What follows belongs to an exercise in optimizing a design on an open flow for small area; a production flow would make more cautious choices.
The RTL was checked by simulation tests, not by an equivalence proof against the original design.

== run 3 ==
==> module com_divider, before the edit <==
module com_divider (
  input  logic [21:0] window,
  input  logic [21:0] divisor_n,  
  input  logic        lo_carry_q,  
  input  logic        enable,     
  output logic        lo_carry,   
  output logic [20:0] rem_next,   
  output logic        q_bit
);
  logic [10:0] lo_diff;
  logic [10:0] hi_diff;
  logic        hi_carry;   
  rc_add #(.W(11)) lo_i (.a(window[10:0]),  .b(divisor_n[10:0]),  .ci(1'b1),
                         .s(lo_diff), .co(lo_carry));
  rc_add #(.W(11)) hi_i (.a(window[21:11]), .b(divisor_n[21:11]), .ci(lo_carry_q),
                         .s(hi_diff), .co(hi_carry));
  assign q_bit    = enable && hi_carry;
  assign rem_next = q_bit ? {hi_diff[9:0], lo_diff} : window[20:0];
endmodule
==> module com_accumulator, before the edit <==
module com_accumulator (
  input  logic        clk_pixel,
  input  logic        sys_rst,
  input  logic        mark,        
  input  logic        new_frame,
  input  logic [10:0] hcount,
  input  logic [9:0]  vcount,
  output logic [10:0] x_com,
  output logic [9:0]  y_com,
  output logic        com_valid
);
  localparam logic [5:0] X_STEPS = 6'd11;
  localparam logic [6:0] LAST    = 7'd84;  
  logic [31:0] x_sum;    
  logic [30:0] y_sum;
  logic [21:0] count_n;  
  logic        x_carry;  
  logic        y_carry;  
  logic        busy;
  logic [6:0]  step;       
  logic        lo_carry;
  logic        lo_carry_q;
  logic        mark_add;
  logic        last;
  logic        clear;
  logic        load;
  logic        keep;
  logic [10:0] h_add;
  logic [9:0]  v_add;
  logic [11:0] x_lo;
  logic        x_lo_co;
  logic [19:0] x_hi;
  logic [10:0] y_lo;
  logic        y_lo_co;
  logic [19:0] y_hi;
  logic [20:0] rem_next;
  logic        q_bit;
  assign mark_add = mark && !busy;
  assign h_add = mark_add ? hcount : '0;
  assign v_add = mark_add ? vcount : '0;
  rc_add #(.W(11)) x_lo_i (.a(x_sum[10:0]), .b(h_add), .ci(1'b0),
                           .s(x_lo[10:0]), .co(x_lo[11]));
  assign x_lo_co = x_lo[11] & x_sum[11];
  rc_inc #(.W(20)) x_hi_i (.a(x_sum[31:12]), .ci(x_carry), .s(x_hi), .co());
  rc_add #(.W(10)) y_lo_i (.a(y_sum[9:0]), .b(v_add), .ci(1'b0),
                           .s(y_lo[9:0]), .co(y_lo[10]));
  assign y_lo_co = y_lo[10] & y_sum[10];
  rc_inc #(.W(20)) y_hi_i (.a(y_sum[30:11]), .ci(y_carry), .s(y_hi), .co());
  com_divider div_i (
    .window    (x_sum[31:10]),
    .divisor_n (count_n),
    .lo_carry_q(lo_carry_q),
    .enable    ((step[6:1] < X_STEPS) || step[6]),
    .lo_carry  (lo_carry),
    .rem_next  (rem_next),
    .q_bit     (q_bit)
  );
  assign last  = (step == LAST);
  assign clear = sys_rst || (busy && last);
  always_ff @(posedge clk_pixel) begin
    if (clear) begin
      x_sum   <= '0;
      y_sum   <= '0;
      count_n <= '1;
      x_carry <= 1'b0;
      y_carry <= 1'b0;
    end else if (busy && step[0]) begin
      x_sum <= {rem_next, x_sum[9:0], y_sum[30]};
      y_sum <= {y_sum[29:0], q_bit};
    end else begin
      x_sum   <= {x_hi, x_lo[11] ^ x_sum[11], x_lo[10:0]};
      y_sum   <= {y_hi, y_lo[10] ^ y_sum[10], y_lo[9:0]};
      x_carry <= x_lo_co;
      y_carry <= y_lo_co;
      count_n <= count_n - 22'(mark_add);
    end
  end
  always_ff @(posedge clk_pixel) begin
    lo_carry_q <= lo_carry;
  end
  always_ff @(posedge clk_pixel) begin
    if (sys_rst) begin
      busy <= 1'b0;
      step <= '0;
    end else if (busy) begin
      busy <= !last;
      step <= last ? '0 : step + 1'b1;
    end else begin
      busy <= new_frame && (count_n != '1);
      step <= '0;
    end
  end
  assign load = busy && last && !sys_rst;
  assign keep = !(busy && last) && !sys_rst;
  always_ff @(posedge clk_pixel) begin
    x_com     <= (x_sum[10:0] & {11{load}}) | (x_com & {11{keep}});
    y_com     <= (y_sum[9:0] & {10{load}}) | (y_com & {10{keep}});
    com_valid <= load;
  end
endmodule
==> flow/config.mk <==
export PLATFORM = sky130hd
export DESIGN_NAME = color_tracker
export DESIGN_NICKNAME = color_tracker
export VERILOG_FILES = /design/flow/design.v
export SDC_FILE = /design/flow/constraint.sdc
export NUM_CORES = 4
export LEC_CHECK = 0
export CAP_MARGIN = 20
export CORE_MARGIN = 2
export CORE_UTILIZATION = 40
export CTS_CLUSTER_DIAMETER = 100
export CTS_CLUSTER_SIZE = 30
export PLACE_DENSITY = 0.6
export SLEW_MARGIN = 20
export SYNTH_HIERARCHICAL = 1
==> flow/constraint.sdc <==
create_clock -name core_clock -period 6.7 [get_ports {clk_pixel}]
set_input_delay 1.3400 -clock core_clock [delete_from_list [all_inputs] [get_ports {clk_pixel}]]
set_output_delay 1.3400 -clock core_clock [all_outputs]
set_load 0.01 [all_outputs]
standard.sh (not shown) runs the stock make flow with config.mk's settings and CLKGATE_MAP_FILE= SYNTH_SCRIPT=/design/flow/synth_recipe.tcl, a recipe that flattens the netlist after the stock synthesis.
==> flow/flow/run.sh <==
#!/bin/bash
# The standard layout (standard synthesis and ORFS flow), with one change:
# the port buffers use the smallest buffer cell instead of the default pick.
set -uo pipefail
export BUFFER_PORTS_ARGS="-buffer_cell sky130_fd_sc_hd__buf_1"
bash standard.sh finish > standard_flow.log 2>&1
status=$?
cp -r orfs/logs/sky130hd/color_tracker/base flow_logs 2>/dev/null || true
exit $status
The inputs of run 5 differ from those of run 3 as listed below.
--- a/flow/design.v
+++ b/flow/design.v
@@ -289,23 +289,27 @@
 endmodule
 module com_divider (
   input  logic [21:0] window,
   input  logic [21:0] divisor_n,  
-  input  logic        lo_carry_q,  
   input  logic        enable,     
-  output logic        lo_carry,   
   output logic [20:0] rem_next,   
   output logic        q_bit
 );
   logic [10:0] lo_diff;
-  logic [10:0] hi_diff;
-  logic        hi_carry;   
-  rc_add #(.W(11)) lo_i (.a(window[10:0]),  .b(divisor_n[10:0]),  .ci(1'b1),
-                         .s(lo_diff), .co(lo_carry));
-  rc_add #(.W(11)) hi_i (.a(window[21:11]), .b(divisor_n[21:11]), .ci(lo_carry_q),
-                         .s(hi_diff), .co(hi_carry));
-  assign q_bit    = enable && hi_carry;
-  assign rem_next = q_bit ? {hi_diff[9:0], lo_diff} : window[20:0];
+  logic        lo_carry;    
+  logic [10:0] hi_diff0, hi_diff1;
+  logic        hi_carry0, hi_carry1;
+  logic        fits;
+  rc_add #(.W(11)) lo_i  (.a(window[10:0]),  .b(divisor_n[10:0]),  .ci(1'b1),
+                          .s(lo_diff),  .co(lo_carry));
+  rc_add #(.W(11)) hi0_i (.a(window[21:11]), .b(divisor_n[21:11]), .ci(1'b0),
+                          .s(hi_diff0), .co(hi_carry0));
+  rc_add #(.W(11)) hi1_i (.a(window[21:11]), .b(divisor_n[21:11]), .ci(1'b1),
+                          .s(hi_diff1), .co(hi_carry1));
+  assign fits     = lo_carry ? hi_carry1 : hi_carry0;
+  assign q_bit    = enable && fits;
+  assign rem_next = !q_bit ? window[20:0]
+                  : lo_carry ? {hi_diff1[9:0], lo_diff} : {hi_diff0[9:0], lo_diff};
 endmodule
 module com_accumulator (
   input  logic        clk_pixel,
   input  logic        sys_rst,
@@ -317,19 +321,16 @@
   output logic [9:0]  y_com,
   output logic        com_valid
 );
   localparam logic [5:0] X_STEPS = 6'd11;
-  localparam logic [6:0] LAST    = 7'd84;  
+  localparam logic [5:0] LAST    = 6'd42;  
   logic [31:0] x_sum;    
   logic [30:0] y_sum;
   logic [21:0] count_n;  
   logic        x_carry;  
   logic        y_carry;  
   logic        busy;
-  logic [6:0]  step;       
-  logic        lo_carry;
-  logic        lo_carry_q;
-  logic        mark_add;
+  logic [5:0]  step;
   logic        last;
   logic        clear;
   logic        load;
   logic        keep;
@@ -342,11 +343,10 @@
   logic        y_lo_co;
   logic [19:0] y_hi;
   logic [20:0] rem_next;
   logic        q_bit;
-  assign mark_add = mark && !busy;
-  assign h_add = mark_add ? hcount : '0;
-  assign v_add = mark_add ? vcount : '0;
+  assign h_add = mark ? hcount : '0;
+  assign v_add = mark ? vcount : '0;
   rc_add #(.W(11)) x_lo_i (.a(x_sum[10:0]), .b(h_add), .ci(1'b0),
                            .s(x_lo[10:0]), .co(x_lo[11]));
   assign x_lo_co = x_lo[11] & x_sum[11];
   rc_inc #(.W(20)) x_hi_i (.a(x_sum[31:12]), .ci(x_carry), .s(x_hi), .co());
@@ -356,11 +356,9 @@
   rc_inc #(.W(20)) y_hi_i (.a(y_sum[30:11]), .ci(y_carry), .s(y_hi), .co());
   com_divider div_i (
     .window    (x_sum[31:10]),
     .divisor_n (count_n),
-    .lo_carry_q(lo_carry_q),
-    .enable    ((step[6:1] < X_STEPS) || step[6]),
-    .lo_carry  (lo_carry),
+    .enable    ((step < X_STEPS) || step[5]),
     .rem_next  (rem_next),
     .q_bit     (q_bit)
   );
   assign last  = (step == LAST);
@@ -371,23 +369,20 @@
       y_sum   <= '0;
       count_n <= '1;
       x_carry <= 1'b0;
       y_carry <= 1'b0;
-    end else if (busy && step[0]) begin
+    end else if (busy) begin
       x_sum <= {rem_next, x_sum[9:0], y_sum[30]};
       y_sum <= {y_sum[29:0], q_bit};
     end else begin
       x_sum   <= {x_hi, x_lo[11] ^ x_sum[11], x_lo[10:0]};
       y_sum   <= {y_hi, y_lo[10] ^ y_sum[10], y_lo[9:0]};
       x_carry <= x_lo_co;
       y_carry <= y_lo_co;
-      count_n <= count_n - 22'(mark_add);
+      count_n <= count_n - 22'(mark);
     end
   end
   always_ff @(posedge clk_pixel) begin
-    lo_carry_q <= lo_carry;
-  end
-  always_ff @(posedge clk_pixel) begin
     if (sys_rst) begin
       busy <= 1'b0;
       step <= '0;
     end else if (busy) begin
## What came out
Diff run 5..run 3 | worst slack on hold paths | negligible
Compared to run 3, run 5 shows a narrower setup margin.
The total non-filler cell area in the finished layout in run 5 sits about 2.4% above the value recorded for run 3.
Summary — global-route usage, run 5 relative to run 3: lower, by 0.23 points.
Tap cell instance count for run 5: 43 up relative to run 3
In run 5, the area fraction of clock buffers and clock inverters came out 0.45 points above the value in run 3.
Between run 5 and run 3, it is run 5 whose share of the synthesized area in compound gates (AO/OA/AOI/OAI) is lower, by 1.8 points.
Run 5 has post-route clock period utilization above what run 3 had.
On non-clock buffer count: run 5 sits below run 3.
Sequential cell count: run 5 vs run 3 down about 0.6%
In run 5 relative to run 3, total wire length after detailed routing had gone up slightly.

## static timing again, ports no longer ideal
How much do the figures lean on ideal ports? The routed layouts below were timed once more, with nothing changed but the port constraints. Step 1: set_driving_cell puts a clkbuf_16 on clk_pixel and a buf_2 on each other input, an assumption about the parent block. Step 2 also shifts input and output timing later by t, the mid clock arrival at the registers, as if the neighbouring blocks saw the same clock. Slacks: ideal / step 1 / step 2; pairs: ideal / step 1.
run | shift t [ns] | setup slack, ns | latest minus earliest clock arrival (ns)
run 3 | 0.556 | 0.374 / 0.374 / 0.374 | 0.030 / 0.030
run 5 | 0.559 | 0.316 / 0.315 / 0.315 | 0.020 / 0.019
After both steps every run listed still meets setup and hold. The setup slack of run 5, which loses most, moves by -0.001 ns with the drivers and by -0.001 ns with both steps.
